Source: an optimization exercise on an open RTL-to-GDS flow (aim: small area and a short achievable clock period). Production flows keep margins and buffers that such runs may drop.
Function was checked by simulation only, so behaviour that the tests miss may differ from the original.
Power is estimated from default activity; no workload was simulated.

===== constraint.sdc =====
create_clock -name core_clock -period 5.5 [get_ports {clk}]
set_input_delay 1.1000 -clock core_clock [delete_from_list [all_inputs] [get_ports {clk}]]
set_output_delay 1.1000 -clock core_clock [all_outputs]
set_load 0.01 [all_outputs]

===== flow/run.sh =====
#!/bin/bash
# The standard layout (standard.sh), except that the port buffers that
# buffer_ports inserts are buf_4 instead of the default cell (a slow delay buffer).
# Each tool's full output goes to standard.log in this folder.
export BUFFER_PORTS_ARGS="-buffer_cell sky130_fd_sc_hd__buf_4"
bash standard.sh > standard.log 2>&1

===== config.mk =====
export PLATFORM = sky130hd
export DESIGN_NAME = matrix_mul
export DESIGN_NICKNAME = matrix_mul
export VERILOG_FILES = /design/flow/design.v
export SDC_FILE = /design/flow/constraint.sdc
export NUM_CORES = 4
export LEC_CHECK = 0
export CAP_MARGIN = 20
export CORE_MARGIN = 2
export CORE_UTILIZATION = 40
export CTS_CLUSTER_DIAMETER = 80
export CTS_CLUSTER_SIZE = 20
export SETUP_SLACK_MARGIN = 3.25
export SLEW_MARGIN = 20
export SYNTH_HIERARCHICAL = 1
export SYNTH_MINIMUM_KEEP_SIZE = 0

===== standard.sh =====
#!/bin/bash
# synth_recipe.tcl (not shown) runs the flow's synth.tcl, then flattens the netlist and writes it again
# the make line also repeats each setting of config.mk as NAME=value (left out here)
make -C /OpenROAD-flow-scripts/flow DESIGN_CONFIG=/design/flow/config.mk WORK_HOME=/design/flow/orfs CLKGATE_MAP_FILE= SYNTH_SCRIPT=/design/flow/synth_recipe.tcl "${@:-finish}"

===== design.v =====
package matrix_mul_pkg;
  localparam int N  = 4;
  localparam int DW = 4;
  localparam int OW = 16;
  typedef logic [DW-1:0] elem_t;
  typedef logic [OW-1:0] res_t;
  function automatic integer idx(input integer i, input integer j);
    idx = i * N + j;
  endfunction
endpackage
module matrix_mul_dot (
  input  logic        clk,
  input  logic [15:0] row_i,
  input  logic [15:0] col_i,
  output logic [9:0]  dot_o
);
  wire p1 = ~(row_i[0] & col_i[0]);
  wire p2 = ~(row_i[0] & col_i[1]);
  wire p3 = ~(row_i[0] & col_i[2]);
  wire p4 = ~(row_i[0] & col_i[3]);
  wire p5 = ~(row_i[1] & col_i[0]);
  wire p6 = ~(row_i[1] & col_i[1]);
  wire p7 = ~(row_i[1] & col_i[2]);
  wire p8 = ~(row_i[1] & col_i[3]);
  wire p9 = ~(row_i[2] & col_i[0]);
  wire p10 = ~(row_i[2] & col_i[1]);
  wire p11 = ~(row_i[2] & col_i[2]);
  wire p12 = ~(row_i[2] & col_i[3]);
  wire p13 = ~(row_i[3] & col_i[0]);
  wire p14 = ~(row_i[3] & col_i[1]);
  wire p15 = ~(row_i[3] & col_i[2]);
  wire p16 = ~(row_i[3] & col_i[3]);
  wire p17 = ~(row_i[4] & col_i[4]);
  wire p18 = ~(row_i[4] & col_i[5]);
  wire p19 = ~(row_i[4] & col_i[6]);
  wire p20 = ~(row_i[4] & col_i[7]);
  wire p21 = ~(row_i[5] & col_i[4]);
  wire p22 = ~(row_i[5] & col_i[5]);
  wire p23 = ~(row_i[5] & col_i[6]);
  wire p24 = ~(row_i[5] & col_i[7]);
  wire p25 = ~(row_i[6] & col_i[4]);
  wire p26 = ~(row_i[6] & col_i[5]);
  wire p27 = ~(row_i[6] & col_i[6]);
  wire p28 = ~(row_i[6] & col_i[7]);
  wire p29 = ~(row_i[7] & col_i[4]);
  wire p30 = ~(row_i[7] & col_i[5]);
  wire p31 = ~(row_i[7] & col_i[6]);
  wire p32 = ~(row_i[7] & col_i[7]);
  wire p33 = ~(row_i[8] & col_i[8]);
  wire p34 = ~(row_i[8] & col_i[9]);
  wire p35 = ~(row_i[8] & col_i[10]);
  wire p36 = ~(row_i[8] & col_i[11]);
  wire p37 = ~(row_i[9] & col_i[8]);
  wire p38 = ~(row_i[9] & col_i[9]);
  wire p39 = ~(row_i[9] & col_i[10]);
  wire p40 = ~(row_i[9] & col_i[11]);
  wire p41 = ~(row_i[10] & col_i[8]);
  wire p42 = ~(row_i[10] & col_i[9]);
  wire p43 = ~(row_i[10] & col_i[10]);
  wire p44 = ~(row_i[10] & col_i[11]);
  wire p45 = ~(row_i[11] & col_i[8]);
  wire p46 = ~(row_i[11] & col_i[9]);
  wire p47 = ~(row_i[11] & col_i[10]);
  wire p48 = ~(row_i[11] & col_i[11]);
  wire p49 = ~(row_i[12] & col_i[12]);
  wire p50 = ~(row_i[12] & col_i[13]);
  wire p51 = ~(row_i[12] & col_i[14]);
  wire p52 = ~(row_i[12] & col_i[15]);
  wire p53 = ~(row_i[13] & col_i[12]);
  wire p54 = ~(row_i[13] & col_i[13]);
  wire p55 = ~(row_i[13] & col_i[14]);
  wire p56 = ~(row_i[13] & col_i[15]);
  wire p57 = ~(row_i[14] & col_i[12]);
  wire p58 = ~(row_i[14] & col_i[13]);
  wire p59 = ~(row_i[14] & col_i[14]);
  wire p60 = ~(row_i[14] & col_i[15]);
  wire p61 = ~(row_i[15] & col_i[12]);
  wire p62 = ~(row_i[15] & col_i[13]);
  wire p63 = ~(row_i[15] & col_i[14]);
  wire p64 = ~(row_i[15] & col_i[15]);
  logic s65, c66;
  matrix_mul_fa u_s65 (.a(p1), .b(p17), .c(p33), .s(s65), .co(c66));
  logic s67, c68;
  matrix_mul_xnor2 u_s67 (.a(p49), .b(s65), .y(s67));
  matrix_mul_or2 u_c68 (.a(p49), .b(s65), .y(c68));
  logic s69, c70;
  matrix_mul_fa u_s69 (.a(p2), .b(p5), .c(p18), .s(s69), .co(c70));
  logic s71, c72;
  matrix_mul_fa u_s71 (.a(p21), .b(p34), .c(p37), .s(s71), .co(c72));
  logic s73, c74;
  matrix_mul_fa u_s73 (.a(p50), .b(p53), .c(c66), .s(s73), .co(c74));
  logic s75, c76;
  matrix_mul_fa u_s75 (.a(p3), .b(p6), .c(p9), .s(s75), .co(c76));
  logic s77, c78;
  matrix_mul_fa u_s77 (.a(p19), .b(p22), .c(p25), .s(s77), .co(c78));
  logic s79, c80;
  matrix_mul_fa u_s79 (.a(p35), .b(p38), .c(p41), .s(s79), .co(c80));
  logic s81, c82;
  matrix_mul_fa u_s81 (.a(p51), .b(p54), .c(p57), .s(s81), .co(c82));
  logic s83, c84;
  matrix_mul_fa u_s83 (.a(c70), .b(c72), .c(s75), .s(s83), .co(c84));
  logic s85, c86;
  matrix_mul_fa u_s85 (.a(s77), .b(s79), .c(s81), .s(s85), .co(c86));
  logic s87, c88;
  matrix_mul_fa u_s87 (.a(p4), .b(p7), .c(p10), .s(s87), .co(c88));
  logic s89, c90;
  matrix_mul_fa u_s89 (.a(p13), .b(p20), .c(p23), .s(s89), .co(c90));
  logic s91, c92;
  matrix_mul_fa u_s91 (.a(p26), .b(p29), .c(p36), .s(s91), .co(c92));
  logic s93, c94;
  matrix_mul_fa u_s93 (.a(p39), .b(p42), .c(p45), .s(s93), .co(c94));
  logic s95, c96;
  matrix_mul_fa u_s95 (.a(p52), .b(p55), .c(p58), .s(s95), .co(c96));
  logic s97, c98;
  matrix_mul_fa u_s97 (.a(p61), .b(c76), .c(c78), .s(s97), .co(c98));
  logic s99, c100;
  matrix_mul_fa u_s99 (.a(c80), .b(c82), .c(s87), .s(s99), .co(c100));
  logic s101, c102;
  matrix_mul_fa u_s101 (.a(s89), .b(s91), .c(s93), .s(s101), .co(c102));
  logic s103, c104;
  matrix_mul_fa u_s103 (.a(p8), .b(p11), .c(p14), .s(s103), .co(c104));
  logic s105, c106;
  matrix_mul_fa u_s105 (.a(p24), .b(p27), .c(p30), .s(s105), .co(c106));
  logic s107, c108;
  matrix_mul_fa u_s107 (.a(p40), .b(p43), .c(p46), .s(s107), .co(c108));
  logic s109, c110;
  matrix_mul_fa u_s109 (.a(p56), .b(p59), .c(p62), .s(s109), .co(c110));
  logic s111, c112;
  matrix_mul_fa u_s111 (.a(c88), .b(c90), .c(c92), .s(s111), .co(c112));
  logic s113, c114;
  matrix_mul_fa u_s113 (.a(c94), .b(c96), .c(s103), .s(s113), .co(c114));
  logic s115, c116;
  matrix_mul_fa u_s115 (.a(s105), .b(s107), .c(s109), .s(s115), .co(c116));
  logic s117, c118;
  matrix_mul_fa u_s117 (.a(p12), .b(p15), .c(p28), .s(s117), .co(c118));
  logic s119, c120;
  matrix_mul_fa u_s119 (.a(p31), .b(p44), .c(p47), .s(s119), .co(c120));
  logic s121, c122;
  matrix_mul_fa u_s121 (.a(p60), .b(p63), .c(c104), .s(s121), .co(c122));
  logic s123, c124;
  matrix_mul_fa u_s123 (.a(c106), .b(c108), .c(c110), .s(s123), .co(c124));
  logic s125, c126;
  matrix_mul_fa u_s125 (.a(p16), .b(p32), .c(p48), .s(s125), .co(c126));
  logic s127, c128;
  matrix_mul_fa u_s127 (.a(p64), .b(c118), .c(c120), .s(s127), .co(c128));
  logic s129, c130;
  matrix_mul_xnor2 u_s129 (.a(c126), .b(c128), .y(s129));
  matrix_mul_or2 u_c130 (.a(c126), .b(c128), .y(c130));
  logic r131;
  logic r132;
  logic r133;
  logic r134;
  logic r135;
  logic r136;
  logic r137;
  logic r138;
  logic r139;
  logic r140;
  logic r141;
  logic r142;
  logic r143;
  logic r144;
  logic r145;
  logic r146;
  logic r147;
  logic r148;
  logic r149;
  logic r150;
  logic r151;
  logic r152;
  logic r153;
  logic r154;
  logic r155;
  logic r156;
  logic r157;
  logic r158;
  logic r159;
  logic r160;
  logic r161;
  logic r162;
  logic r163;
  logic s164, c165;
  matrix_mul_fa u_s164 (.a(r132), .b(r133), .c(r134), .s(s164), .co(c165));
  logic s166, c167;
  matrix_mul_xnor2 u_s166 (.a(r135), .b(s164), .y(s166));
  matrix_mul_or2 u_c167 (.a(r135), .b(s164), .y(c167));
  logic s168, c169;
  matrix_mul_fa u_s168 (.a(r136), .b(r137), .c(r138), .s(s168), .co(c169));
  logic s170, c171;
  matrix_mul_fa u_s170 (.a(c165), .b(s168), .c(c167), .s(s170), .co(c171));
  logic s172, c173;
  matrix_mul_fa u_s172 (.a(r139), .b(r140), .c(r141), .s(s172), .co(c173));
  logic s174, c175;
  matrix_mul_fa u_s174 (.a(r142), .b(r143), .c(r144), .s(s174), .co(c175));
  logic s176, c177;
  matrix_mul_fa u_s176 (.a(c169), .b(s172), .c(s174), .s(s176), .co(c177));
  logic s178, c179;
  matrix_mul_xnor2 u_s178 (.a(s176), .b(c171), .y(s178));
  matrix_mul_or2 u_c179 (.a(s176), .b(c171), .y(c179));
  logic s180, c181;
  matrix_mul_fa u_s180 (.a(r145), .b(r146), .c(r147), .s(s180), .co(c181));
  logic s182, c183;
  matrix_mul_fa u_s182 (.a(r148), .b(r149), .c(r150), .s(s182), .co(c183));
  logic s184, c185;
  matrix_mul_fa u_s184 (.a(c173), .b(c175), .c(s180), .s(s184), .co(c185));
  logic s186, c187;
  matrix_mul_fa u_s186 (.a(s182), .b(c177), .c(s184), .s(s186), .co(c187));
  logic s188, c189;
  matrix_mul_xnor2 u_s188 (.a(c179), .b(s186), .y(s188));
  matrix_mul_or2 u_c189 (.a(c179), .b(s186), .y(c189));
  logic s190, c191;
  matrix_mul_fa u_s190 (.a(r151), .b(r152), .c(r153), .s(s190), .co(c191));
  logic s192, c193;
  matrix_mul_fa u_s192 (.a(r154), .b(r155), .c(r156), .s(s192), .co(c193));
  logic s194, c195;
  matrix_mul_fa u_s194 (.a(r157), .b(c181), .c(c183), .s(s194), .co(c195));
  logic s196, c197;
  matrix_mul_fa u_s196 (.a(s190), .b(s192), .c(c185), .s(s196), .co(c197));
  logic s198, c199;
  matrix_mul_fa u_s198 (.a(s194), .b(c187), .c(s196), .s(s198), .co(c199));
  logic s200, c201;
  matrix_mul_fa u_s200 (.a(r158), .b(r159), .c(r160), .s(s200), .co(c201));
  logic s202, c203;
  matrix_mul_fa u_s202 (.a(r161), .b(c191), .c(c193), .s(s202), .co(c203));
  logic s204, c205;
  matrix_mul_fa u_s204 (.a(s200), .b(c195), .c(s202), .s(s204), .co(c205));
  logic s206, c207;
  matrix_mul_fa u_s206 (.a(r162), .b(c201), .c(c203), .s(s206), .co(c207));
  logic s208, c209;
  matrix_mul_xnor2 u_s208 (.a(c205), .b(s206), .y(s208));
  matrix_mul_or2 u_c209 (.a(c205), .b(s206), .y(c209));
  logic r210;
  logic r211;
  logic r212;
  logic r213;
  logic r214;
  logic r215;
  logic r216;
  logic r217;
  logic r218;
  logic r219;
  logic r220;
  logic r221;
  logic r222;
  logic r223;
  logic s224, c225;
  matrix_mul_xor2 u_s224 (.a(r215), .b(r216), .y(s224));
  matrix_mul_or2 u_c225 (.a(r215), .b(r216), .y(c225));
  logic s226, c227;
  matrix_mul_fa u_s226 (.a(r217), .b(r218), .c(r219), .s(s226), .co(c227));
  logic s228, c229;
  matrix_mul_xor2 u_s228 (.a(c225), .b(s226), .y(s228));
  matrix_mul_or2 u_c229 (.a(c225), .b(s226), .y(c229));
  logic s230, c231;
  matrix_mul_fa u_s230 (.a(r220), .b(c227), .c(c229), .s(s230), .co(c231));
  logic s232, c233;
  matrix_mul_fa u_s232 (.a(r221), .b(r222), .c(r223), .s(s232), .co(c233));
  logic s234, c235;
  matrix_mul_xor2 u_s234 (.a(s232), .b(c231), .y(s234));
  matrix_mul_or2 u_c235 (.a(s232), .b(c231), .y(c235));
  wire x236 = c233 ^ c235;
  assign dot_o[0] = ~r210;
  assign dot_o[1] = ~r211;
  assign dot_o[2] = ~r212;
  assign dot_o[3] = ~r213;
  assign dot_o[4] = ~r214;
  assign dot_o[5] = s224;
  assign dot_o[6] = s228;
  assign dot_o[7] = ~s230;
  assign dot_o[8] = s234;
  assign dot_o[9] = x236;
  always_ff @(posedge clk) begin
    r131 <= s67;
    r132 <= s69;
    r133 <= s71;
    r134 <= c68;
    r135 <= s73;
    r136 <= c74;
    r137 <= s83;
    r138 <= s85;
    r139 <= s95;
    r140 <= c84;
    r141 <= c86;
    r142 <= s97;
    r143 <= s99;
    r144 <= s101;
    r145 <= c98;
    r146 <= c100;
    r147 <= c102;
    r148 <= s111;
    r149 <= s113;
    r150 <= s115;
    r151 <= s117;
    r152 <= s119;
    r153 <= c112;
    r154 <= c114;
    r155 <= c116;
    r156 <= s121;
    r157 <= s123;
    r158 <= s125;
    r159 <= c122;
    r160 <= c124;
    r161 <= s127;
    r162 <= s129;
    r163 <= c130;
    r210 <= r131;
    r211 <= s166;
    r212 <= s170;
    r213 <= s178;
    r214 <= s188;
    r215 <= c189;
    r216 <= s198;
    r217 <= c197;
    r218 <= s204;
    r219 <= c199;
    r220 <= s208;
    r221 <= r163;
    r222 <= c207;
    r223 <= c209;
  end
endmodule
module matrix_mul_fa (input logic a, b, c, output logic s, co);
  assign s  = a ^ b ^ c;
  assign co = (a & b) | (a & c) | (b & c);
endmodule
module matrix_mul_ha (input logic a, b, output logic s, co);
  assign s  = a ^ b;
  assign co = a & b;
endmodule
module matrix_mul_xnor2 (input logic a, b, output logic y);
  assign y = ~(a ^ b);
endmodule
module matrix_mul_xor2 (input logic a, b, output logic y);
  assign y = a ^ b;
endmodule
module matrix_mul_or2 (input logic a, b, output logic y);
  assign y = a | b;
endmodule
module matrix_mul
#(
  parameter int N  = matrix_mul_pkg::N,
  parameter int DW = matrix_mul_pkg::DW,
  parameter int OW = matrix_mul_pkg::OW
) (
  input  logic              clk,
  input  logic              rst_n,
  input  logic              in_valid,
  input  logic [N*N*DW-1:0] a_i,
  input  logic [N*N*DW-1:0] b_i,
  output logic              out_valid,
  output logic [N*N*OW-1:0] y_o
);
  localparam int MW = N * N * DW;
  localparam int RW = 10;   
  localparam int LAT = 3;
  logic [LAT-1:0] v_q;
  always_ff @(posedge clk or negedge rst_n) begin
    if (!rst_n) v_q <= '0;
    else        v_q <= {v_q[LAT-2:0], in_valid};
  end
  assign out_valid = v_q[LAT-1];
  logic [MW-1:0] a_q, b_q;
  assign a_q = a_i;
  assign b_q = b_i;
  for (genvar i = 0; i < N; i++) begin : g_row
    for (genvar j = 0; j < N; j++) begin : g_col
      logic [N*DW-1:0] col;
      logic [RW-1:0]   dot;
      logic [RW-1:0]   y_q;
      for (genvar k = 0; k < N; k++) begin : g_k
        assign col[k*DW +: DW] = b_q[(k*N+j)*DW +: DW];
      end
      matrix_mul_dot u_dot (.clk(clk), .row_i(a_q[i*N*DW +: N*DW]), .col_i(col), .dot_o(dot));
      always_ff @(posedge clk) y_q <= dot;
      assign y_o[(i*N+j)*OW +: OW] = {{(OW-RW){1'b0}}, y_q};
    end
  end
endmodule

==> results of run 1 <==
## Yosys stat by module, one instance, submodules excluded
module	area, um2	copies in the design	flip-flops and latches	cells inside
matrix_mul_fa	20.02	848	0	1
matrix_mul_xor2	8.758	48	0	1
matrix_mul_xnor2	8.758	96	0	1
matrix_mul	4003	1	163	260
matrix_mul_or2	6.256	144	0	1
matrix_mul_dot	1242	16	47	122
## cells in the mapped netlist
master      n  area (um2)
conb_1      1       3.750
nand2_1  1024        3844
xor2_1     64       560.5
xnor2_1    96       840.8
inv_1      96       360.4
dfrtp_1     3       75.07
or2_1     144       900.9
dfxtp_1   912       18260
fa_1      848       16980
buf_4     160        1201
## cells by family (layout without fill, tap and decap cells)
group	Yosys count	in the layout
simple gates	1168	1168
flops	915	915
fa+ha+maj	848	848
buf+inv	256	466
xor+xnor	160	160
other cells	1	99
## cells in the final DEF (no fill, tap or decap), types with 2 or more instances in the layout
cell | synthesis | layout
fa_2 | 0 | 90
clkinv_2 | 0 | 4
diode_2 | 0 | 3
dfxtp_4 | 0 | 5
bufinv_16 | 0 | 3
inv_12 | 0 | 3
fa_1 | 848 | 758
dfrtp_1 | 3 | 3
inv_1 | 96 | 96
xnor2_1 | 96 | 94
nand2_1 | 1024 | 1024
clkbuf_16 | 0 | 57
buf_6 | 0 | 153
inv_8 | 0 | 2
buf_4 | 160 | 138
dfxtp_2 | 0 | 148
clkbuf_1 | 0 | 7
or2_1 | 144 | 144
dfxtp_1 | 912 | 759
conb_1 | 1 | 96
xor2_1 | 64 | 63
## power groups by stage
stage                     combinational, W  clock, W  sequential [W]
after floorplan                    0.00549         0         0.00981
after global placement             0.00815         0         0.00975
after detailed placement           0.00832         0         0.00977
after CTS                          0.00882   0.00459         0.00982
after global routing               0.00985   0.00482          0.0100
final                              0.00863   0.00444         0.00980
## metal layers
layer,vias to the layer above,GRT usage [%],routed length (um)
li1,10330,-,-
met1,13080,27.49,44460
met2,1243,34.16,53460
met3,250,6.335,12200
met4,10,5.957,3574
met5,-,0,56
## through the flow
step | utilization, % | instance area (um2) | worst slack (ns) | instances | hold WS, ns
2_1_floorplan | - | 43500 | 3.250 | 3443 | 0.3096
3_3_place_gp | 43.25 | 46240 | 2.787 | 4977 | 0.3115
3_5_place_dp | 43.25 | 46240 | 2.778 | 4977 | 0.3121
4_1_cts | 45.60 | 48750 | 3.176 | 5056 | 0.1498
5_1_grt | 45.67 | 48820 | 3.121 | 5056 | 0.1615
6_report | 45.68 | 48830 | 3.172 | 5059 | 0.2041
## worst max-delay path, cell delays in order, from the launching register on
cell	delay (ns)
dfxtp_2	0.34
fa_2	0.60
fa_2	0.44
fa_2	0.37
fa_2	0.52
## cell type report
cell class / count / share of cell area (%)
Multi-Input combinational cell: 2272 / 48.62
Tap cell: 1403 / 3.595
Inverter: 96 / 0.7379
Clock buffer: 64 / 2.975
Timing Repair Buffer: 291 / 5.650
Clock inverter: 15 / 0.4484
Antenna cell: 3 / 0.01537
Sequential cell: 915 / 37.96
## repair_timing
item                       CTS  global route
pin swaps                    7            17
resized for setup          318            39
setup endpoints to repair  174           159
## how the worst max path moves through the flow
stage / start / to / slack (ns)
final: g_row[2].g_col[0].u_dot.r147$_DFF_P_ / g_row[2].g_col[0].u_dot.r216$_DFF_P_ / 3.17
after global routing: g_row[1].g_col[3].u_dot.r145$_DFF_P_ / g_row[1].g_col[3].u_dot.r216$_DFF_P_ / 3.12
after CTS: v_q[2]$_DFF_PN0_ / out_valid / 3.18
after detailed placement: a_i[44] / g_row[2].g_col[0].u_dot.r138$_DFF_P_ / 2.78
after global placement: a_i[40] / g_row[2].g_col[0].u_dot.r138$_DFF_P_ / 2.79
after floorplan: b_i[18] / g_row[0].g_col[0].u_dot.r138$_DFF_P_ / 3.25
==> impl_metrics.json, run 1 <==
{
  "status": "timing/DRC/antenna clean",
  "syn_area_um2": 43020,
  "worstReg2RegEnd": "g_row[2].g_col[0].u_dot.r216$_DFF_P_",
  "vias_per_cell": 4.924,
  "multi_input_area_um2": 23740,
  "hold_viol": 0,
  "fin_skew_ns": 0.02214,
  "cts_tree": "yes",
  "power_frac_seq_pct": 42.8,
  "die_w_um": 332.0,
  "largest_register_ff_count": 160,
  "synth-compound-area-share_pct": 0,
  "yosysSeqAreaShare_pct": 42.61,
  "pwr_density_cell_nw_per_um2": 468.5,
  "power.internal_w": 0.01521,
  "tightest_slew_ns": 0.6150,
  "synth_adder_area_share_pct": 39.46,
  "leakagePower_nw": 18.25,
  "max_cap_violations": 0,
  "grt_first_pass_wirelength_mm": 170.9,
  "io_buffers": 291,
  "nFillCells": 9622,
  "cts_setup_buffers": 0,
  "die-area_um2": 110200,
  "period_needed_ns": 2.328,
  "areaGrowthSynthToFinish_pct": 13.51,
  "drc": 0,
  "synthCells": 3348,
  "finalSetupViolCount": 0,
  "hold_class": "in -> async",
  "ioPinCount": 388,
  "fp.dieH_um": 332.0,
  "slew_violations": 0,
  "nets": 4612,
  "switching_share_pct": 33.49,
  "ir_drop_uv": 355.0,
  "wl_mm": 113.8,
  "cts.hold.buffers_added": 0,
  "via_count": 24910,
  "critPathArrivalTime_ns": 2.94,
  "cp.required_ns": 6.12,
  "yosys_warnings": 8,
  "grt-ovfl-total": 0,
  "rr_startpoint": "g_row[2].g_col[0].u_dot.r147$_DFF_P_",
  "cp_max_fo": 1,
  "final-seq-area_um2": 18540,
  "ys_ff_latch": 915,
  "path_class": "reg -> reg",
  "fin_setup_tns_ns": 0,
  "fmax_ghz": 0.4295,
  "gp_congestion": 0.8356,
  "grt_pass1_vias": 27590,
  "yosys-mux-area-fraction_pct": 0,
  "synth.avg_cell_area_um2": 12.85,
  "synth_top_family_by_area": "adder cells",
  "slew_headroom_pct": 58.86,
  "p_comb_share_pct": 37.7,
  "dp_hpwl_mm": 79.54,
  "switchingPower_w": 0.007661,
  "track_usage_pct": 21.09,
  "cts_buffers": 57,
  "synth_cell_types": 10,
  "clkTransAtPathRegs_ns": 0.09,
  "antenna_found_initial": 9,
  "top_register": "g_row.g_col.y_q",
  "rsz0062_at_grt": "yes",
  "wl_per_cell_um": 22.49,
  "clkPwrFrac_pct": 19.4,
  "drive_above_1_share_pct": 16.67,
  "cts_sinks": 915,
  "cts-root-buf": "clkbuf_16",
  "core-area_um2": 106900,
  "ant_nets": 0,
  "power.total_w": 0.02288,
  "clock_path_buffers": 3,
  "synth-xor-area-share_pct": 3.257,
  "first_pass_iters": 6,
  "grt_max_degree": 22,
  "startpoint_type": "flip-flop",
  "rows": 120,
  "clkLatencyLatePin_ns": 0.69,
  "ff2ff_path_depth": 4,
  "fin_crit_sh_pct": 42.33,
  "r2r_slack_ns": 3.17,
  "end_kind": "flip-flop",
  "htree_levels": 2,
  "initial_core_util_pct": 40.24,
  "initialDrtViolationCount": 1841,
  "synthSimpleGateAreaFrac_pct": 11.03
}
==> run 2, diff against run 1 <==
--- a/config.mk
+++ b/config.mk
@@ -9,5 +9,5 @@
 export CORE_MARGIN = 2
-export CORE_UTILIZATION = 40
-export CTS_CLUSTER_DIAMETER = 80
-export CTS_CLUSTER_SIZE = 20
+export CORE_UTILIZATION = 60
+export CTS_CLUSTER_DIAMETER = 100
+export CTS_CLUSTER_SIZE = 24
 export SETUP_SLACK_MARGIN = 3.25
==> run 2 against run 1 <==
Clock power down 19%. Worst hold slack gained 0.058 ns. Count of clock-buffer cells in the layout is 17 lower. Synthesized cell count unchanged. Routed wire length increased by 3.3%. Register-to-register slack better by 0.03 ns. Sequential share of layout area up 1.1 points. Critical path type unchanged. Combinational power fell by 0.9%. Non-clock buffer count stayed put. Largest cell class unchanged. Clock skew increased by 0.0029 ns. Utilization rose by 20 points. Via count is 2.2% higher.
==> impl_metrics.json, run 2 <==
{
  "cts-root-buf": "clkbuf_16",
  "first_pass_iters": 5,
  "dp_hpwl_mm": 81.61,
  "worstReg2RegEnd": "g_row[0].g_col[0].u_dot.r216$_DFF_P_",
  "post-route-util_pct": 66.03,
  "startpoint_type": "flip-flop",
  "antennaDiodeCount": 0,
  "htree_levels": 2,
  "top_register": "g_row.g_col.y_q",
  "syn_area_um2": 43020,
  "dp.cells": 4524,
  "crit_path_cell_trace": "fa_1 -> fa_2 -> fa_2 -> fa_2",
  "synth_adder_area_share_pct": 39.46,
  "core-area_um2": 71240,
  "synth-xor-area-share_pct": 3.257,
  "slew_headroom_pct": 64.32,
  "vias_per_cell": 5.566,
  "wl_per_cell_um": 25.70,
  "hold_class": "in -> async",
  "clock_path_buffers": 3,
  "largest_register_ff_count": 160,
  "grt-ovfl-total": 0,
  "grt_pass1_vias": 29270,
  "drc": 0,
  "critical_path_buf_inv_count": 0,
  "synthSimpleGateAreaFrac_pct": 11.03,
  "yosys_warnings": 8,
  "antenna_found_initial": 3,
  "pwr_density_cell_nw_per_um2": 463.5,
  "ioPinCount": 388,
  "synth.avg_cell_area_um2": 12.85,
  "async_flop_share_pct": 0.3279,
  "layout.cells.non_filler": 4572,
  "cpMostUsedCell": "fa_2",
  "final_common_cell": "nand2_1",
  "fin_crit_sh_pct": 41.79,
  "finalSetupViolCount": 0,
  "synth_cell_types": 10,
  "end_kind": "flip-flop",
  "synth_top_family_by_area": "adder cells",
  "fp.dieH_um": 271.8,
  "synth_most_common_cell": "nand2_1",
  "slowest_delay_ns": 0.57,
  "die_w_um": 271.8,
  "wl_mm": 117.5,
  "status": "timing/DRC/antenna clean",
  "rows": 98,
  "initial_core_util_pct": 60.39,
  "tightest_slew_ns": 0.5334,
  "synth-edff-count": 0,
  "yosys-mux-area-fraction_pct": 0,
  "slew_violations": 0,
  "clkTransAtPathRegs_ns": 0.09,
  "fin_skew_ns": 0.02501,
  "cts_tree": "yes",
  "critPathArrivalTime_ns": 2.85,
  "crit_family": "adder cells",
  "areaGrowthSynthToFinish_pct": 9.342,
  "hold_ws_ns": 0.2624,
  "fmax_ghz": 0.4350,
  "via_count": 25450,
  "track_usage_pct": 33.14,
  "cp_slowest_cell": "fa_1",
  "grt_max_degree": 26,
  "grt_first_pass_wirelength_mm": 177.4,
  "initialDrtViolationCount": 2194,
  "leakagePower_nw": 17.81,
  "clkLatencyLatePin_ns": 0.62,
  "ant_nets": 0,
  "cts_setup_buffers": 0,
  "period_needed_ns": 2.299,
  "fin_setup_tns_ns": 0,
  "synth_area_leaders": "dfxtp_1, fa_1, nand2_1, buf_4, or2_1",
  "ys_ff_latch": 915,
  "max_cap_violations": 0,
  "yosysSeqAreaShare_pct": 42.61,
  "cts_sinks": 915,
  "ir_drop_uv": 308.7,
  "path_class": "reg -> reg",
  "rsz0062_at_grt": "yes",
  "r2r_slack_ns": 3.20,
  "synth_commonest_cells": "nand2_1, dfxtp_1, fa_1, buf_4, or2_1",
  "die-area_um2": 73860,
  "timing.final.ws_setup_ns": 3.201,
  "ff2ff_path_depth": 4,
  "synthCells": 3348,
  "gp_congestion": 0.8591,
  "layout_common_cells": "nand2_1, dfxtp_1, fa_1, buf_4, or2_1",
  "cp.required_ns": 6.05,
  "place_worst_setup_slack_ns": 2.765,
  "nets": 4599,
  "synthFlopType": "dfxtp_1",
  "cts_buffers": 44,
  "cp_max_fo": 1,
  "rr_startpoint": "g_row[0].g_col[0].u_dot.r145$_DFF_P_",
  "drive_above_1_share_pct": 12.56,
  "hold_viol": 0,
  "io_buffers": 291,
  "yosys.area.top_type": "dfxtp_1",
  "synth-compound-area-share_pct": 0,
  "synth_top_cell_area_share_pct": 42.44
}
-- run 2: cell counts after synthesis --
Identical to the previous run, type by type.
-- run 2: cells by family (layout without fill, tap and decap cells) --
| family | count (synthesis) | count (layout) |
|---|---|---|
| other cells | 1 | 96 |
| fa+ha+maj | 848 | 848 |
| xor+xnor | 160 | 160 |
| flops | 915 | 915 |
| simple gates | 1168 | 1168 |
| buf+inv | 256 | 435 |
-- run 2: metal layers --
| metal | global-route usage, % | up-vias | wire [um] | part of all wire [%] |
|---|---|---|---|---|
| met5 | 0.3209 | - | 81 | 0.069 |
| met4 | 14.24 | 4 | 5882 | 5.0 |
| met3 | 9.199 | 380 | 13280 | 11 |
| met2 | 51.78 | 1535 | 53850 | 46 |
| met1 | 43.95 | 13270 | 44390 | 38 |
| li1 | - | 10260 | - | - |
-- run 2: layout make-up --
class	count	area (um2)
flip-flops and latches	915	18370
inverters	96	360.3
repair buffers	291	2207
clock inverters	1	20.02
multi-input cells	2272	23750
clock buffers	47	1144
well taps	950	1189
fillers	5387	24200
-- run 2: repair_timing --
action | in CTS | in global routing
hold buffers | 0 | 0
pin swaps | 5 | 7
resized for setup | 56 | 25
setup endpoints to repair | 38 | 35
-- run 2: where the power goes --
part	total (W)	internal, W	switching [W]	leakage (nW)
Combinational	0.00855	0.00410	0.00446	9.57
Clock	0.00358	0.00149	0.00209	0.573
Sequential	0.00967	0.00874	0.000929	7.67
Total	0.0218	0.0143	0.00747	17.8
-- run 2: Yosys stat by module, one instance, submodules excluded --
module            copies in the design  cell area, um2  cells inside  flops+latches
matrix_mul_xor2                     48           8.758             1              0
matrix_mul_fa                      848           20.02             1              0
matrix_mul_dot                      16            1242           122             47
matrix_mul                           1            4003           260            163
matrix_mul_xnor2                    96           8.758             1              0
matrix_mul_or2                     144           6.256             1              0
-- run 2: worst max path at each step --
stage                                         start                                   end  slack [ns]  cells after the start
6_report       g_row[0].g_col[0].u_dot.r145$_DFF_P_  g_row[0].g_col[0].u_dot.r216$_DFF_P_        3.20                      4
5_1_grt        g_row[2].g_col[3].u_dot.r145$_DFF_P_  g_row[2].g_col[3].u_dot.r216$_DFF_P_        3.14                      4
4_1_cts            g_row[1].g_col[0].y_q[5]$_DFF_P_                               y_o[69]        3.17                      1
3_5_place_dp                                a_i[22]  g_row[1].g_col[1].u_dot.r144$_DFF_P_        2.77                      4
3_3_place_gp                                 b_i[4]  g_row[2].g_col[1].u_dot.r144$_DFF_P_        2.80                      4
2_1_floorplan                               b_i[18]  g_row[0].g_col[0].u_dot.r138$_DFF_P_        3.25                      3
-- run 2: through the flow --
stage | total power, W | area, um2
final | 0.02180 | 47040
after global routing | 0.02342 | 47040
after CTS | 0.02192 | 46970
after detailed placement | 0.01816 | 45670
after global placement | 0.01794 | 45670
after floorplan | 0.01530 | 43500
==> run 3, diff against run 2 <==
--- a/config.mk
+++ b/config.mk
@@ -9,3 +9,3 @@
 export CORE_MARGIN = 2
-export CORE_UTILIZATION = 60
+export CORE_UTILIZATION = 75
 export CTS_CLUSTER_DIAMETER = 100
==> run 3 against run 2 <==
Clock power is essentially flat. Utilization grew 17 points. Power grew 2.5%. Count of clock-buffer cells in the layout is the same. Highest routed layer unchanged. Worst setup slack lost 0.071 ns. Still clean on timing, DRC and antenna. Largest cell class unchanged.
==> impl_metrics.json, run 3 <==
{
  "status": "timing/DRC/antenna clean",
  "initialDrtViolationCount": 2476,
  "wl_per_cell_um": 26.72,
  "ir_drop_uv": 389.0,
  "synth_most_common_cell": "nand2_1",
  "grt_max_degree": 26,
  "drive_above_1_share_pct": 12.78,
  "rsz0062_at_grt": "yes",
  "gp_congestion": 0.9119,
  "pwr_density_cell_nw_per_um2": 476.9,
  "critPathArrivalTime_ns": 2.93,
  "slew_violations": 0,
  "grt_pass1_vias": 30270,
  "critical_path_buf_inv_count": 0,
  "htree_levels": 2,
  "cts-root-buf": "clkbuf_16",
  "initial_core_util_pct": 76.00,
  "die-area_um2": 59290,
  "grt-ovfl-total": 0,
  "via_count": 26380,
  "yosys_warnings": 8,
  "cts_setup_buffers": 0,
  "yosys.area.top_type": "dfxtp_1",
  "final_common_cell": "nand2_1",
  "synth_commonest_cells": "nand2_1, dfxtp_1, fa_1, buf_4, or2_1",
  "layout_common_cells": "nand2_1, dfxtp_1, fa_1, buf_4, or2_1",
  "syn_area_um2": 43020,
  "post-route-util_pct": 82.79,
  "drc": 0,
  "track_usage_pct": 41.38,
  "fin_setup_tns_ns": 0,
  "cp_slowest_cell": "fa_2",
  "die_w_um": 243.5,
  "tightest_slew_ns": 0.5149,
  "path_class": "reg -> reg",
  "antenna_found_initial": 13,
  "grt_first_pass_wirelength_mm": 176.7,
  "core-area_um2": 56600,
  "cts_sinks": 915,
  "cts_tree": "yes",
  "synth_cell_types": 10,
  "period_needed_ns": 2.370,
  "fin_crit_sh_pct": 43.08,
  "fmax_ghz": 0.4220,
  "finalSetupViolCount": 0,
  "async_flop_share_pct": 0.3279,
  "cpMostUsedCell": "fa_2",
  "io_buffers": 291,
  "synth-edff-count": 0,
  "end_kind": "flip-flop",
  "hold_class": "in -> async",
  "ant_nets": 0,
  "synthCells": 3348,
  "clock_path_buffers": 3,
  "clkLatencyLatePin_ns": 0.63,
  "wl_mm": 117.1,
  "max_cap_violations": 0,
  "nets": 4599,
  "ys_ff_latch": 915,
  "slew_headroom_pct": 65.56,
  "startpoint_type": "flip-flop",
  "synth_area_leaders": "dfxtp_1, fa_1, nand2_1, buf_4, or2_1",
  "cp.required_ns": 6.06,
  "slowest_delay_ns": 0.60,
  "fp.dieH_um": 243.5,
  "clkTransAtPathRegs_ns": 0.09,
  "dp_hpwl_mm": 80.45,
  "crit_family": "adder cells",
  "synth.avg_cell_area_um2": 12.85,
  "cts_buffers": 44,
  "rows": 87,
  "first_pass_iters": 6,
  "fin_skew_ns": 0.02727,
  "areaGrowthSynthToFinish_pct": 8.932,
  "cp_max_fo": 1,
  "crit_path_cell_trace": "fa_1 -> fa_2 -> fa_2 -> fa_2",
  "synthFlopType": "dfxtp_1",
  "hold_viol": 0,
  "synth_top_cell_area_share_pct": 42.44,
  "ioPinCount": 388,
  "yosysSeqAreaShare_pct": 42.61,
  "vias_per_cell": 6.017,
  "largest_register_ff_count": 160,
  "leakagePower_nw": 17.84,
  "top_register": "g_row.g_col.y_q"
}
run 3: cell counts after synthesis:
Identical to the previous run, type by type.
run 3: cell type report:
type	count	area (um2)
Multi-Input combinational cell	2272	23800
Sequential cell	915	18360
Fill cell	3075	9742
Timing Repair Buffer	291	2188
Clock buffer	47	1155
Tap cell	756	945.9
Inverter	96	360.3
Clock inverter	2	46.29
Antenna cell	5	12.51
run 3: power breakdown:
| group | total, W | leakage [nW] | internal [W] | switching (W) |
|---|---|---|---|---|
| sequential | 0.00962 | 7.67 | 0.00873 | 0.000895 |
| clock | 0.00360 | 0.586 | 0.00151 | 0.00209 |
| combinational | 0.00912 | 9.58 | 0.00428 | 0.00485 |
run 3: path summary, 6_finish.rpt:
check                                                          start                                   end  slack, ns  cells past startpoint
worst max-delay path            g_row[3].g_col[2].u_dot.r145$_DFF_P_  g_row[3].g_col[2].u_dot.r216$_DFF_P_       3.13                      4
worst min-delay path                                           rst_n                      v_q[0]$_DFF_PN0_       0.25                      1
worst max register to register  g_row[3].g_col[2].u_dot.r145$_DFF_P_  g_row[3].g_col[2].u_dot.r216$_DFF_P_       3.13                      4
worst min register to register  g_row[1].g_col[2].u_dot.r131$_DFF_P_  g_row[1].g_col[2].u_dot.r210$_DFF_P_       0.33                      0
max in group asynchronous                                      rst_n                      v_q[2]$_DFF_PN0_       5.16                      1
min in group core_clock         g_row[1].g_col[2].u_dot.r131$_DFF_P_  g_row[1].g_col[2].u_dot.r210$_DFF_P_       0.33                      0
run 3: stage by stage:
stage / std cells / hold WS [ns] / area, um2 / setup WS (ns) / power [W]
2_1_floorplan: 3443 / 0.3096 / 43500 / 3.250 / 0.01530
3_5_place_dp: 4330 / 0.3135 / 45430 / 2.770 / 0.01842
4_1_cts: 4379 / 0.2308 / 46760 / 3.157 / 0.02222
6_report: 4384 / 0.2537 / 46860 / 3.130 / 0.02235
3_3_place_gp: 4330 / 0.3134 / 45430 / 2.814 / 0.01798
5_1_grt: 4379 / 0.2356 / 46850 / 3.095 / 0.02371
run 3: routing by layer:
metal  up-vias  GRT usage (%)  wire, um
met4        14          25.50      8923
met5         -              0        98
met2      2105          64.72     54390
met3       660          13.66     16110
li1      10270              -         -
met1     13330          50.46     37600
run 3: repair_timing:
item,4_1_cts,5_1_grt
setup endpoints to repair,38,39
resized for setup,51,28
pin swaps,11,9
hold buffers,0,0
run 3: Yosys stat by module, one instance, submodules excluded:
module            times used  flip-flops and latches
matrix_mul_xnor2          96                       0
matrix_mul_fa            848                       0
matrix_mul_dot            16                      47
matrix_mul_or2           144                       0
matrix_mul_xor2           48                       0
matrix_mul                 1                     163
run 3: cell families (layout without fill, tap and decap cells):
| kind of cell | after synthesis | count (layout) | share of synthesized area [%] |
|---|---|---|---|
| flops | 915 | 915 | 42.61 |
| xor+xnor | 160 | 160 | 3.257 |
| other cells | 1 | 101 | 0.008717 |
| buf+inv | 256 | 436 | 3.630 |
| simple gates | 1168 | 1168 | 11.03 |
| fa+ha+maj | 848 | 848 | 39.46 |
==> run 4, diff against run 3 <==
--- a/config.mk
+++ b/config.mk
@@ -9,3 +9,3 @@
 export CORE_MARGIN = 2
-export CORE_UTILIZATION = 75
+export CORE_UTILIZATION = 68
 export CTS_CLUSTER_DIAMETER = 100
==> run 4 against run 3 <==
Combinational power fell by 9.6%. Power fell by 4.3%. Count of clock-buffer cells in the layout fell by 1. Via count fell by 4.5%. Largest power group unchanged. Synthesized cell count did not move. Clock power fell by 1%. Non-clock buffer count did not move. Synthesized area did not move. Largest cell class unchanged.
==> impl_metrics.json, run 4 <==
{
  "period_needed_ns": 2.297,
  "cts_tree": "yes",
  "r2r_slack_ns": 3.20,
  "ys_ff_latch": 915,
  "pwr_density_cell_nw_per_um2": 456.3,
  "initialDrtViolationCount": 2302,
  "rsz0062_at_grt": "yes",
  "initial_core_util_pct": 68.45,
  "fp.dieH_um": 255.5,
  "yosys.area.top_type": "dfxtp_1",
  "crit_family": "adder cells",
  "fmax_ghz": 0.4353,
  "wl_per_cell_um": 23.35,
  "yosysSeqAreaShare_pct": 42.61,
  "wl_mm": 104.3,
  "synth_cell_types": 10,
  "cts_setup_buffers": 0,
  "die-area_um2": 65290,
  "hold_viol": 0,
  "ant_nets": 0,
  "synth-edff-count": 0,
  "layout_common_cells": "nand2_1, dfxtp_1, fa_1, buf_4, or2_1",
  "cp_max_fo": 1,
  "yosys_warnings": 8,
  "cp.required_ns": 6.00,
  "cp_slowest_cell": "fa_1",
  "final_common_cell": "nand2_1",
  "track_usage_pct": 33.47,
  "ff2ff_path_depth": 4,
  "max_cap_violations": 0,
  "grt_first_pass_wirelength_mm": 163.3,
  "slew_violations": 0,
  "leakagePower_nw": 17.80,
  "grt_max_degree": 26,
  "cts_buffers": 44,
  "die_w_um": 255.5,
  "synth.avg_cell_area_um2": 12.85,
  "synth_most_common_cell": "nand2_1",
  "first_pass_iters": 6,
  "clkTransAtPathRegs_ns": 0.09,
  "synth_commonest_cells": "nand2_1, dfxtp_1, fa_1, buf_4, or2_1",
  "io_buffers": 291,
  "htree_levels": 2,
  "startpoint_type": "flip-flop",
  "power.total_w": 0.02138,
  "via_count": 25190,
  "ir_drop_uv": 443.2,
  "worstReg2RegEnd": "g_row[0].g_col[0].u_dot.r216$_DFF_P_",
  "worst-path-stages": 4,
  "end_kind": "flip-flop",
  "clkLatencyLatePin_ns": 0.62,
  "synthCells": 3348,
  "vias_per_cell": 5.637,
  "drive_above_1_share_pct": 12.37,
  "grt-ovfl-total": 0,
  "slowest_delay_ns": 0.57,
  "critical_path_buf_inv_count": 0,
  "post-route-util_pct": 74.56,
  "nFillCells": 4196,
  "antenna_found_initial": 2,
  "hold_class": "in -> async",
  "gp_congestion": 0.8569,
  "critPathArrivalTime_ns": 2.80,
  "rows": 92,
  "synth_area_leaders": "dfxtp_1, fa_1, nand2_1, buf_4, or2_1",
  "finalSetupViolCount": 0,
  "top_register": "g_row.g_col.y_q",
  "async_flop_share_pct": 0.3279,
  "synth_top_cell_area_share_pct": 42.44,
  "fin_skew_ns": 0.02155,
  "grt_pass1_vias": 28920,
  "syn_area_um2": 43020,
  "areaGrowthSynthToFinish_pct": 8.929,
  "rr_startpoint": "g_row[0].g_col[0].u_dot.r145$_DFF_P_",
  "fin_setup_tns_ns": 0,
  "clock_path_buffers": 3,
  "status": "timing/DRC/antenna clean",
  "core-area_um2": 62850,
  "path_class": "reg -> reg",
  "crit_path_cell_trace": "fa_1 -> fa_2 -> fa_2 -> fa_1",
  "cts-root-buf": "clkbuf_16",
  "fin_crit_sh_pct": 41.77,
  "ioPinCount": 388,
  "largest_register_ff_count": 160,
  "nets": 4599,
  "cts_sinks": 915,
  "drc": 0,
  "synthFlopType": "dfxtp_1",
  "dp_hpwl_mm": 74.45,
  "cts.hold.buffers_added": 0
}
## run 4: per-module statistics from Yosys (local to each module, per instance)
module	flops+latches	times used	cells	cell area, um2
matrix_mul_xor2	0	48	1	8.758
matrix_mul_xnor2	0	96	1	8.758
matrix_mul_or2	0	144	1	6.256
matrix_mul	163	1	260	4003
matrix_mul_fa	0	848	1	20.02
matrix_mul_dot	47	16	122	1242
## run 4: worst reg2reg max path: stages (launching register included)
cell and delay [ns]:
dfxtp_2 0.34, fa_1 0.57, fa_2 0.45, fa_2 0.36
fa_1 0.47
## run 4: how the worst max path moves through the flow
stage,startpoint,endpoint
4_1_cts,g_row[0].g_col[0].u_dot.r145$_DFF_P_,g_row[0].g_col[0].u_dot.r216$_DFF_P_
3_5_place_dp,b_i[42],g_row[1].g_col[2].u_dot.r138$_DFF_P_
5_1_grt,g_row[0].g_col[0].u_dot.r145$_DFF_P_,g_row[0].g_col[0].u_dot.r216$_DFF_P_
2_1_floorplan,b_i[18],g_row[0].g_col[0].u_dot.r138$_DFF_P_
3_3_place_gp,a_i[4],g_row[0].g_col[3].u_dot.r138$_DFF_P_
6_report,g_row[0].g_col[0].u_dot.r145$_DFF_P_,g_row[0].g_col[0].u_dot.r216$_DFF_P_
## run 4: final cells by class
cell class | count | area (um2) | area share (%)
Antenna cell | 1 | 2.502 | 0.005340
Clock buffer | 46 | 1130 | 2.411
Clock inverter | 2 | 25.02 | 0.05340
Inverter | 96 | 360.3 | 0.7690
Multi-Input combinational cell | 2272 | 23740 | 50.65
Sequential cell | 915 | 18350 | 39.17
Tap cell | 846 | 1059 | 2.259
Timing Repair Buffer | 291 | 2196 | 4.686
## run 4: power breakdown
part | internal, W | switching (W) | leakage [nW]
clock network | 0.00148 | 0.00208 | 0.569
logic | 0.00404 | 0.00420 | 9.57
registers | 0.00873 | 0.000857 | 7.67
## run 4: cells by family after synthesis
| family | after synthesis | synth area share, % |
|---|---|---|
| xor+xnor | 160 | 3.257 |
| other cells | 1 | 0.008717 |
| fa+ha+maj | 848 | 39.46 |
| simple gates | 1168 | 11.03 |
| flops | 915 | 42.61 |
| buf+inv | 256 | 3.630 |
## run 4: per-layer routing
metal	vias up	routed length, um	global-route usage (%)
met5	-	0	0
met2	1644	51620	55.98
met1	12910	36230	42.52
li1	10280	-	-
met3	359	12080	8.952
met4	0	4393	12.12
## run 4: timing repair
item / CTS / global route
pin swaps: 6 / 7
gates resized for setup: 51 / 16
cloned: 0 / 0
endpoints found under the setup margin: 28 / 26
## run 4: metrics by stage
step           area, um2  worst slack [ns]  std cells  hold WS [ns]
3_5_place_dp       45540             2.789       4420        0.3128
2_1_floorplan      43500             3.250       3443        0.3096
6_report           46860             3.203       4469        0.2489
3_3_place_gp       45540             2.829       4420        0.3104
5_1_grt            46860             3.126       4468        0.2258
4_1_cts            46820             3.199       4468        0.2241
==> run 5, diff against run 4 <==
--- a/config.mk
+++ b/config.mk
@@ -12,3 +12,3 @@
 export CTS_CLUSTER_SIZE = 24
-export SETUP_SLACK_MARGIN = 3.25
+export SETUP_SLACK_MARGIN = 3.35
 export SLEW_MARGIN = 20
==> run 5 against run 4 <==
Still clean. Sequential power rose by 2.7%. Clock skew rose by 0.00092 ns. Clock power barely moved. Routed wire length rose by 9.6%. Critical endpoint is now g_row[1].g_col[1].u_dot.r216$_DFF_P_.
==> impl_metrics.json, run 5 <==
{
  "status": "timing/DRC/antenna clean",
  "dp.cells": 4420,
  "leakagePower_nw": 18.62,
  "synth_commonest_cells": "nand2_1, dfxtp_1, fa_1, buf_4, or2_1",
  "power.total_w": 0.02267,
  "synthSimpleGateAreaFrac_pct": 11.03,
  "tightest_slew_ns": 0.5174,
  "post-route-util_pct": 80.32,
  "layout_common_cells": "dfxtp_1, nand2_1, fa_1, buf_6, dfxtp_2",
  "power_frac_seq_pct": 43.5,
  "drive_above_1_share_pct": 25.68,
  "synth_top_cell_area_share_pct": 42.44,
  "ir_drop_uv": 424.8,
  "slew_headroom_pct": 65.51,
  "largest_register_ff_count": 160,
  "hold_viol": 0,
  "finalSetupViolCount": 0,
  "core-area_um2": 62850,
  "top_register": "g_row.g_col.y_q",
  "syn_area_um2": 43020,
  "ioPinCount": 388,
  "fp.dieH_um": 255.5,
  "clkTransAtPathRegs_ns": 0.10,
  "path_class": "reg -> reg",
  "fmax_ghz": 0.4267,
  "grt_first_pass_wirelength_mm": 174.6,
  "via_count": 25280,
  "antenna_found_initial": 2,
  "cp.required_ns": 6.06,
  "fin_skew_ns": 0.02246,
  "pwr_density_cell_nw_per_um2": 449.0,
  "track_usage_pct": 36.59,
  "yosys.area.top_type": "dfxtp_1",
  "yosys_warnings": 8,
  "drc": 0,
  "critPathArrivalTime_ns": 2.91,
  "synth_most_common_cell": "nand2_1",
  "ant_nets": 0,
  "ys_ff_latch": 915,
  "rsz0062_at_grt": "yes",
  "layout.cells.non_filler": 4468,
  "synth_top_family_by_area": "adder cells",
  "areaGrowthSynthToFinish_pct": 17.34,
  "cp_max_fo": 1,
  "yosys-mux-area-fraction_pct": 0,
  "final_common_cell": "dfxtp_1",
  "startpoint_type": "flip-flop",
  "cts_sinks": 915,
  "vias_per_cell": 5.658,
  "dp_hpwl_mm": 76.28,
  "io_buffers": 291,
  "clkPwrFrac_pct": 15.7,
  "switching_share_pct": 33.94,
  "die-area_um2": 65290,
  "rows": 92,
  "synth-edff-count": 0,
  "die_w_um": 255.5,
  "yosysSeqAreaShare_pct": 42.61,
  "wl_per_cell_um": 25.59,
  "synth.avg_cell_area_um2": 12.85,
  "gp_congestion": 0.8665,
  "grt_pass1_vias": 29480,
  "switchingPower_w": 0.007692,
  "first_pass_iters": 7,
  "synth-compound-area-share_pct": 0,
  "antennaDiodeCount": 0,
  "cts-root-buf": "clkbuf_16",
  "grt_max_degree": 26,
  "wl_mm": 114.3,
  "fin_crit_sh_pct": 42.61,
  "htree_levels": 2,
  "synth-xor-area-share_pct": 3.257,
  "end_kind": "flip-flop",
  "async_flop_share_pct": 0.3279,
  "hold_class": "in -> async",
  "initialDrtViolationCount": 2146,
  "fin_setup_tns_ns": 0,
  "synthFlopType": "dfxtp_1",
  "cts_buffers": 44,
  "synthCells": 3348,
  "period_needed_ns": 2.344,
  "clkLatencyLatePin_ns": 0.61,
  "cts.hold.buffers_added": 0,
  "max_cap_violations": 0,
  "cts_tree": "yes",
  "nets": 4600,
  "synth_cell_types": 10,
  "synth_area_leaders": "dfxtp_1, fa_1, nand2_1, buf_4, or2_1",
  "initial_core_util_pct": 68.45,
  "grt-ovfl-total": 0,
  "synth_adder_area_share_pct": 39.46,
  "power.internal_w": 0.01497,
  "slew_violations": 0,
  "p_comb_share_pct": 40.8,
  "clock_path_buffers": 3
}
## run 5: cell types whose count changed in the layout (fill, tap and decap cells not counted), sizes merged
cell    change
buf         -1
clkbuf      +2
diode       -1
inv         -1
## run 5: final cells by class
cell class,instances,area [um2]
multi-input combinational,2272,26370
sequential,915,18570
fill,3592,12370
timing repair buffer,292,2955
clock buffer,46,1130
tap,846,1059
inverter,96,360.3
clock inverter,1,30.03
## run 5: kinds of logic (layout without fill, tap and decap cells)
kind of cell	Yosys count	after routing
XOR/XNOR	160	160
buffers and inverters	256	435
other	1	96
AND/OR/NAND/NOR	1168	1168
adder cells (fa/ha/maj)	848	848
flip-flops	915	915
## run 5: layer usage
layer	track usage [%]	up-vias	part of all wire [%]
met5	0	-	0.011
met4	16.75	2	5.1
met3	10.28	309	11
met2	58.91	1507	48
met1	46.77	13130	35
li1	-	10330	-
## run 5: final timing paths
kind / slack [ns] / start / depth (start not counted) / to
setup / recovery: 3.16 / g_row[1].g_col[1].u_dot.r147$_DFF_P_ / 4 / g_row[1].g_col[1].u_dot.r216$_DFF_P_
hold / removal: 0.25 / rst_n / 1 / v_q[0]$_DFF_PN0_
setup reg to reg: 3.16 / g_row[1].g_col[1].u_dot.r147$_DFF_P_ / 4 / g_row[1].g_col[1].u_dot.r216$_DFF_P_
hold reg to reg: 0.33 / g_row[3].g_col[3].u_dot.r163$_DFF_P_ / 0 / g_row[3].g_col[3].u_dot.r221$_DFF_P_
max in group asynchronous: 5.15 / rst_n / 1 / v_q[1]$_DFF_PN0_
min in group core_clock: 0.33 / g_row[3].g_col[3].u_dot.r163$_DFF_P_ / 0 / g_row[3].g_col[3].u_dot.r221$_DFF_P_
## run 5: per-module statistics from Yosys (local to each module, per instance)
module / flip-flops and latches / copies in the design / cells
matrix_mul_dot: 47 / 16 / 122
matrix_mul: 163 / 1 / 260
matrix_mul_xnor2: 0 / 96 / 1
matrix_mul_fa: 0 / 848 / 1
matrix_mul_xor2: 0 / 48 / 1
matrix_mul_or2: 0 / 144 / 1
## run 5: timing repair
item	4_1_cts	5_1_grt
buffers inserted	0	1
setup endpoints to repair	414	255
gates resized for setup	359	85
pin swaps	14	21
## run 5: per-stage QoR
step / worst slack [ns] / instance area [um2] / hold WS [ns]
floorplan: 3.281 / 46060 / 0.3096
global route: 3.119 / 50480 / 0.2276
global placement: 2.467 / 48100 / 0.3112
finish: 3.156 / 50480 / 0.2549
detailed placement: 2.427 / 48100 / 0.3132
CTS: 3.169 / 50270 / 0.2238
## run 5: power by group through the flow
stage          sequential [W]  combinational [W]  clock, W
2_1_floorplan         0.00982            0.00568         0
3_3_place_gp          0.00971            0.00818         0
3_5_place_dp          0.00978            0.00852         0
4_1_cts               0.00984            0.00923   0.00361
5_1_grt                0.0100             0.0103   0.00384
6_report              0.00985            0.00926   0.00356
## run 5: critical path, cell delays in order, from the launching register on
cell	delay, ns
dfxtp_2	0.35
fa_2	0.60
fa_2	0.45
fa_2	0.36
fa_2	0.53
==> run 6, diff against run 5 <==
--- a/config.mk
+++ b/config.mk
@@ -9,6 +9,6 @@
 export CORE_MARGIN = 2
-export CORE_UTILIZATION = 68
+export CORE_UTILIZATION = 40
 export CTS_CLUSTER_DIAMETER = 100
 export CTS_CLUSTER_SIZE = 24
-export SETUP_SLACK_MARGIN = 3.35
+export SETUP_SLACK_MARGIN = 3.25
 export SLEW_MARGIN = 20
==> run 6 against run 5 <==
Worst hold slack worse by 0.047 ns. Cell count up 13%. Die area up 69%. Global-route usage down 16 points. First-iteration DRC count down 11%. Largest cell class unchanged.
==> impl_metrics.json, run 6 <==
{
  "initial_core_util_pct": 40.24,
  "rows": 120,
  "cts_setup_buffers": 0,
  "crit_family": "adder cells",
  "wl_per_cell_um": 22.47,
  "core-area_um2": 106900,
  "pwr_density_cell_nw_per_um2": 460.7,
  "tightest_slew_ns": 0.6418,
  "cts_sinks": 915,
  "synth_top_cell_area_share_pct": 42.44,
  "yosys_warnings": 8,
  "fin_skew_ns": 0.02320,
  "synth_commonest_cells": "nand2_1, dfxtp_1, fa_1, buf_4, or2_1",
  "place_area_um2": 46240,
  "critPathArrivalTime_ns": 2.86,
  "die_w_um": 332.0,
  "largest_register_ff_count": 160,
  "wl_mm": 113.3,
  "synth_area_leaders": "dfxtp_1, fa_1, nand2_1, buf_4, or2_1",
  "areaGrowthSynthToFinish_pct": 12.38,
  "slowest_delay_ns": 0.58,
  "drc": 0,
  "grt_first_pass_wirelength_mm": 170.2,
  "top_register": "g_row.g_col.y_q",
  "rsz0062_at_grt": "yes",
  "yosysSeqAreaShare_pct": 42.61,
  "syn_area_um2": 43020,
  "synthFlopType": "dfxtp_1",
  "cp_slowest_cell": "fa_1",
  "antenna_found_initial": 10,
  "grt_max_degree": 26,
  "clock_path_buffers": 3,
  "end_kind": "flip-flop",
  "layout_common_cells": "nand2_1, dfxtp_1, fa_1, buf_4, or2_1",
  "via_count": 24850,
  "fmax_ghz": 0.4285,
  "path_class": "reg -> reg",
  "io_buffers": 291,
  "fp.dieH_um": 332.0,
  "clkLatencyLatePin_ns": 0.67,
  "synth.avg_cell_area_um2": 12.85,
  "synth_most_common_cell": "nand2_1",
  "ys_ff_latch": 915,
  "critical_path_buf_inv_count": 0,
  "cts_buffers": 47,
  "synth_cell_types": 10,
  "max_cap_violations": 0,
  "fin_crit_sh_pct": 42.43,
  "vias_per_cell": 4.929,
  "htree_levels": 2,
  "leakagePower_nw": 18.05,
  "cts-root-buf": "clkbuf_16",
  "synthCells": 3348,
  "ant_nets": 0,
  "nFillCells": 9653,
  "synth-edff-count": 0,
  "cts.hold.buffers_added": 0,
  "gp_congestion": 0.8356,
  "ir_drop_uv": 243.1,
  "yosys.area.top_type": "dfxtp_1",
  "crit_path_cell_trace": "fa_1 -> fa_2 -> fa_2 -> fa_1",
  "first_pass_iters": 5,
  "drive_above_1_share_pct": 15.21,
  "die-area_um2": 110200,
  "finalSetupViolCount": 0,
  "status": "timing/DRC/antenna clean",
  "cp.required_ns": 6.03,
  "track_usage_pct": 21.02,
  "hold_class": "in -> async",
  "fin_setup_tns_ns": 0,
  "ioPinCount": 388,
  "grt_pass1_vias": 27380,
  "startpoint_type": "flip-flop",
  "clkTransAtPathRegs_ns": 0.09,
  "grt-ovfl-total": 0,
  "final_common_cell": "nand2_1",
  "slew_headroom_pct": 57.07,
  "cts_tree": "yes",
  "nets": 4602,
  "async_flop_share_pct": 0.3279,
  "dp_hpwl_mm": 79.54,
  "initialDrtViolationCount": 1906,
  "final_area_um2": 48350,
  "period_needed_ns": 2.334,
  "slew_violations": 0,
  "hold_viol": 0,
  "cp_max_fo": 1
}
==> run 6: cell counts after synthesis <==
No cell type changed its count.
==> run 6: layout make-up <==
cell class | instances | area (um2) | share of cell area, %
tap | 1403 | 1755 | 3.631
multi-input combinational | 2272 | 23740 | 49.11
clock buffer | 52 | 1237 | 2.560
sequential | 915 | 18480 | 38.23
antenna | 3 | 7.507 | 0.01553
clock inverter | 9 | 137.6 | 0.2847
inverter | 96 | 360.3 | 0.7454
timing repair buffer | 291 | 2620 | 5.419
==> run 6: metrics by stage <==
step | hold WS (ns) | util, % | total power, W | worst slack, ns | std cells
2_1_floorplan | 0.3096 | - | 0.01530 | 3.250 | 3443
3_3_place_gp | 0.3115 | 43.25 | 0.01790 | 2.787 | 4977
3_5_place_dp | 0.3121 | 43.25 | 0.01809 | 2.778 | 4977
4_1_cts | 0.1622 | 45.00 | 0.02254 | 3.168 | 5038
5_1_grt | 0.1745 | 45.22 | 0.02408 | 3.132 | 5038
6_report | 0.2077 | 45.22 | 0.02227 | 3.166 | 5041
==> run 6: metal layers <==
metal | wire length (um) | track usage [%] | part of all wire [%] | up-vias
met2 | 53460 | 34.02 | 47 | 1245
met4 | 3399 | 6.112 | 3.0 | 10
met1 | 45100 | 27.92 | 40 | 13070
met5 | 59 | 0 | 0.052 | -
met3 | 11250 | 5.453 | 9.9 | 231
li1 | - | - | - | 10290
==> run 6: report_power, final <==
group          leakage [nW]  switching [W]  internal (W)
sequential             7.67       0.000935       0.00880
combinational          9.71        0.00432       0.00425
clock                 0.669        0.00227       0.00169
total                  18.1        0.00753        0.0147
==> run 6: cell families after synthesis <==
kind of cell	Yosys count	synth area share, %
xor+xnor	160	3.257
flops	915	42.61
other cells	1	0.008717
simple gates	1168	11.03
buf+inv	256	3.630
fa+ha+maj	848	39.46
==> run 6: modules after synthesis (local to each module, per instance) <==
module / cell area [um2] / flops+latches / times used
matrix_mul_xor2: 8.758 / 0 / 48
matrix_mul_or2: 6.256 / 0 / 144
matrix_mul_fa: 20.02 / 0 / 848
matrix_mul_dot: 1242 / 47 / 16
matrix_mul_xnor2: 8.758 / 0 / 96
matrix_mul: 4003 / 163 / 1
==> run 6: path summary, 6_finish.rpt <==
check / start / end / slack, ns / cells past startpoint
min in group core_clock: g_row[3].g_col[2].u_dot.r163$_DFF_P_ / g_row[3].g_col[2].u_dot.r221$_DFF_P_ / 0.33 / 0
max in group asynchronous: rst_n / v_q[2]$_DFF_PN0_ / 5.20 / 1
setup / recovery: g_row[1].g_col[3].u_dot.r145$_DFF_P_ / g_row[1].g_col[3].u_dot.r216$_DFF_P_ / 3.17 / 4
hold reg to reg: g_row[3].g_col[2].u_dot.r163$_DFF_P_ / g_row[3].g_col[2].u_dot.r221$_DFF_P_ / 0.33 / 0
hold / removal: rst_n / v_q[1]$_DFF_PN0_ / 0.21 / 1
setup reg to reg: g_row[1].g_col[3].u_dot.r145$_DFF_P_ / g_row[1].g_col[3].u_dot.r216$_DFF_P_ / 3.17 / 4
==> run 6: worst register-to-register path: stages (launching register included) <==
cell     delay, ns
dfxtp_1       0.33
fa_1          0.58
fa_2          0.47
fa_2          0.35
fa_1          0.48
==> run 6: timing repair <==
action	CTS	global route
pin swaps	5	17
endpoints found under the setup margin	105	94
resized for setup	187	91
endpoints found under the hold margin	0	0
==> run 7, diff against run 6 <==
==> flow/run.sh (replaced) <==
#!/bin/bash
# The standard layout (standard.sh), with the port buffers that buffer_ports
# inserts chosen here instead of its default cell (a slow delay buffer): buf_4 on
# the inputs (each drives 16 gates), buf_2 on the outputs.
# Each tool's full output goes to standard.log in this folder.
cat > inbuf.tcl <<'EOT'
buffer_ports -inputs -buffer_cell sky130_fd_sc_hd__buf_4
EOT
export PRE_GLOBAL_PLACE_TCL=$PWD/inbuf.tcl
export BUFFER_PORTS_ARGS="-outputs -buffer_cell sky130_fd_sc_hd__buf_2"
bash standard.sh > standard.log 2>&1
--- a/config.mk
+++ b/config.mk
@@ -9,3 +9,3 @@
 export CORE_MARGIN = 2
-export CORE_UTILIZATION = 40
+export CORE_UTILIZATION = 68
 export CTS_CLUSTER_DIAMETER = 100
==> run 7 against run 6 <==
Fmax up 2.6%. Highest routed layer unchanged. Clock skew about the same. Clock power down 11%. Synthesized area unchanged. Via count down 0.53%. Die area down 41%. Critical path depth unchanged. Sequential share of layout area up 2.1 points. Non-clock buffer count down 130. Count of clock-buffer cells in the layout down 5. Critical endpoint is now g_row[0].g_col[0].u_dot.r216$_DFF_P_. Register-to-register slack better by 0.06 ns. Worst hold slack worse by 0.044 ns.
==> impl_metrics.json, run 7 <==
{
  "status": "timing/DRC/antenna clean",
  "cts_setup_buffers": 0,
  "synthFlopType": "dfxtp_1",
  "grt_first_pass_wirelength_mm": 160.3,
  "first_pass_iters": 6,
  "ys_ff_latch": 915,
  "pwr_density_cell_nw_per_um2": 451.0,
  "ioPinCount": 388,
  "synth-edff-count": 0,
  "antennaDiodeCount": 0,
  "fp.dieH_um": 255.5,
  "dp.cells": 4290,
  "synth.avg_cell_area_um2": 12.85,
  "synth_top_cell_area_share_pct": 42.44,
  "track_usage_pct": 32.88,
  "place_worst_setup_slack_ns": 3.168,
  "hold_viol": 0,
  "nets": 4469,
  "place_area_um2": 44160,
  "path_class": "reg -> reg",
  "crit_path_cell_trace": "fa_1 -> fa_2 -> fa_2 -> fa_1",
  "rsz0062_at_grt": "yes",
  "cts_sinks": 915,
  "via_count": 24720,
  "leakagePower_nw": 17.06,
  "antenna_found_initial": 1,
  "r2r_slack_ns": 3.23,
  "drc": 0,
  "clkLatencyLatePin_ns": 0.63,
  "critPathArrivalTime_ns": 2.77,
  "initial_core_util_pct": 68.45,
  "timing.final.ws_setup_ns": 3.226,
  "initialDrtViolationCount": 2368,
  "top_register": "g_row.g_col.y_q",
  "drive_above_1_share_pct": 8.849,
  "die-area_um2": 65290,
  "cts_buffers": 44,
  "cts_tree": "yes",
  "cp_slowest_cell": "fa_1",
  "cp_max_fo": 1,
  "wl_mm": 104.3,
  "startpoint_type": "flip-flop",
  "vias_per_cell": 5.698,
  "yosys.area.top_type": "dfxtp_1",
  "grt_max_degree": 26,
  "fin_setup_tns_ns": 0,
  "end_kind": "flip-flop",
  "final_area_um2": 45460,
  "synth_cell_types": 10
}
run 7: cell counts after synthesis:
Identical to the previous run, type by type.
run 7: cells by family after synthesis:
kind of cell | after synthesis | synth area share (%)
flip-flops | 915 | 42.61
adder cells (fa/ha/maj) | 848 | 39.46
XOR/XNOR | 160 | 3.257
AND/OR/NAND/NOR | 1168 | 11.03
other | 1 | 0.008717
buffers and inverters | 256 | 3.630
run 7: worst paths after layout:
| path | start | endpoint | depth (start not counted) |
|---|---|---|---|
| hold reg to reg | g_row[3].g_col[2].u_dot.r131$_DFF_P_ | g_row[3].g_col[2].u_dot.r210$_DFF_P_ | 0 |
| setup reg to reg | g_row[0].g_col[0].u_dot.r147$_DFF_P_ | g_row[0].g_col[0].u_dot.r216$_DFF_P_ | 4 |
| setup / recovery | g_row[0].g_col[0].u_dot.r147$_DFF_P_ | g_row[0].g_col[0].u_dot.r216$_DFF_P_ | 4 |
| hold / removal | rst_n | v_q[2]$_DFF_PN0_ | 0 |
| max in group asynchronous | rst_n | v_q[1]$_DFF_PN0_ | 0 |
| min in group core_clock | g_row[3].g_col[2].u_dot.r131$_DFF_P_ | g_row[3].g_col[2].u_dot.r210$_DFF_P_ | 0 |
run 7: layer usage:
layer	vias to the layer above	GRT usage, %	wire, um
met5	-	0	15
met4	2	12.13	4358
met3	338	9.249	12020
met2	1641	53.76	50830
met1	12740	42.46	37080
li1	10000	-	-
run 7: through the flow:
step | util, % | hold slack [ns]
after floorplan | - | 0.3096
after global placement | 70.26 | 0.3108
after detailed placement | 70.26 | 0.3121
after CTS | 72.27 | 0.1335
after global routing | 72.33 | 0.1352
final | 72.33 | 0.1641
run 7: area by class of cell:
| class | count | area, um2 |
|---|---|---|
| Timing Repair Buffer | 161 | 829.5 |
| Clock buffer | 47 | 1134 |
| Fill cell | 4375 | 17390 |
| Clock inverter | 1 | 20.02 |
| Multi-Input combinational cell | 2272 | 23710 |
| Inverter | 96 | 360.3 |
| Sequential cell | 915 | 18350 |
| Tap cell | 846 | 1059 |
run 7: critical path, delay by kind of cell, from the launching register on:
kind	cells	cell delay, ns
fa+ha+maj	4	1.82
flops	1	0.34
run 7: report_power, final:
group | switching, W | internal [W]
clock | 0.00206 | 0.00148
combinational | 0.00374 | 0.00367
sequential | 0.000833 | 0.00872
total | 0.00664 | 0.0139
run 7: Yosys stat by module, one instance, submodules excluded:
module,cells,area [um2],flops+latches
matrix_mul_or2,1,6.256,0
matrix_mul_fa,1,20.02,0
matrix_mul,260,4003,163
matrix_mul_xor2,1,8.758,0
matrix_mul_xnor2,1,8.758,0
matrix_mul_dot,122,1242,47
run 7: repair_timing:
action / 4_1_cts / 5_1_grt
gates resized for setup: 43 / 18
pin swaps: 1 / 5
endpoints found under the setup margin: 23 / 24
cloned: 0 / 0
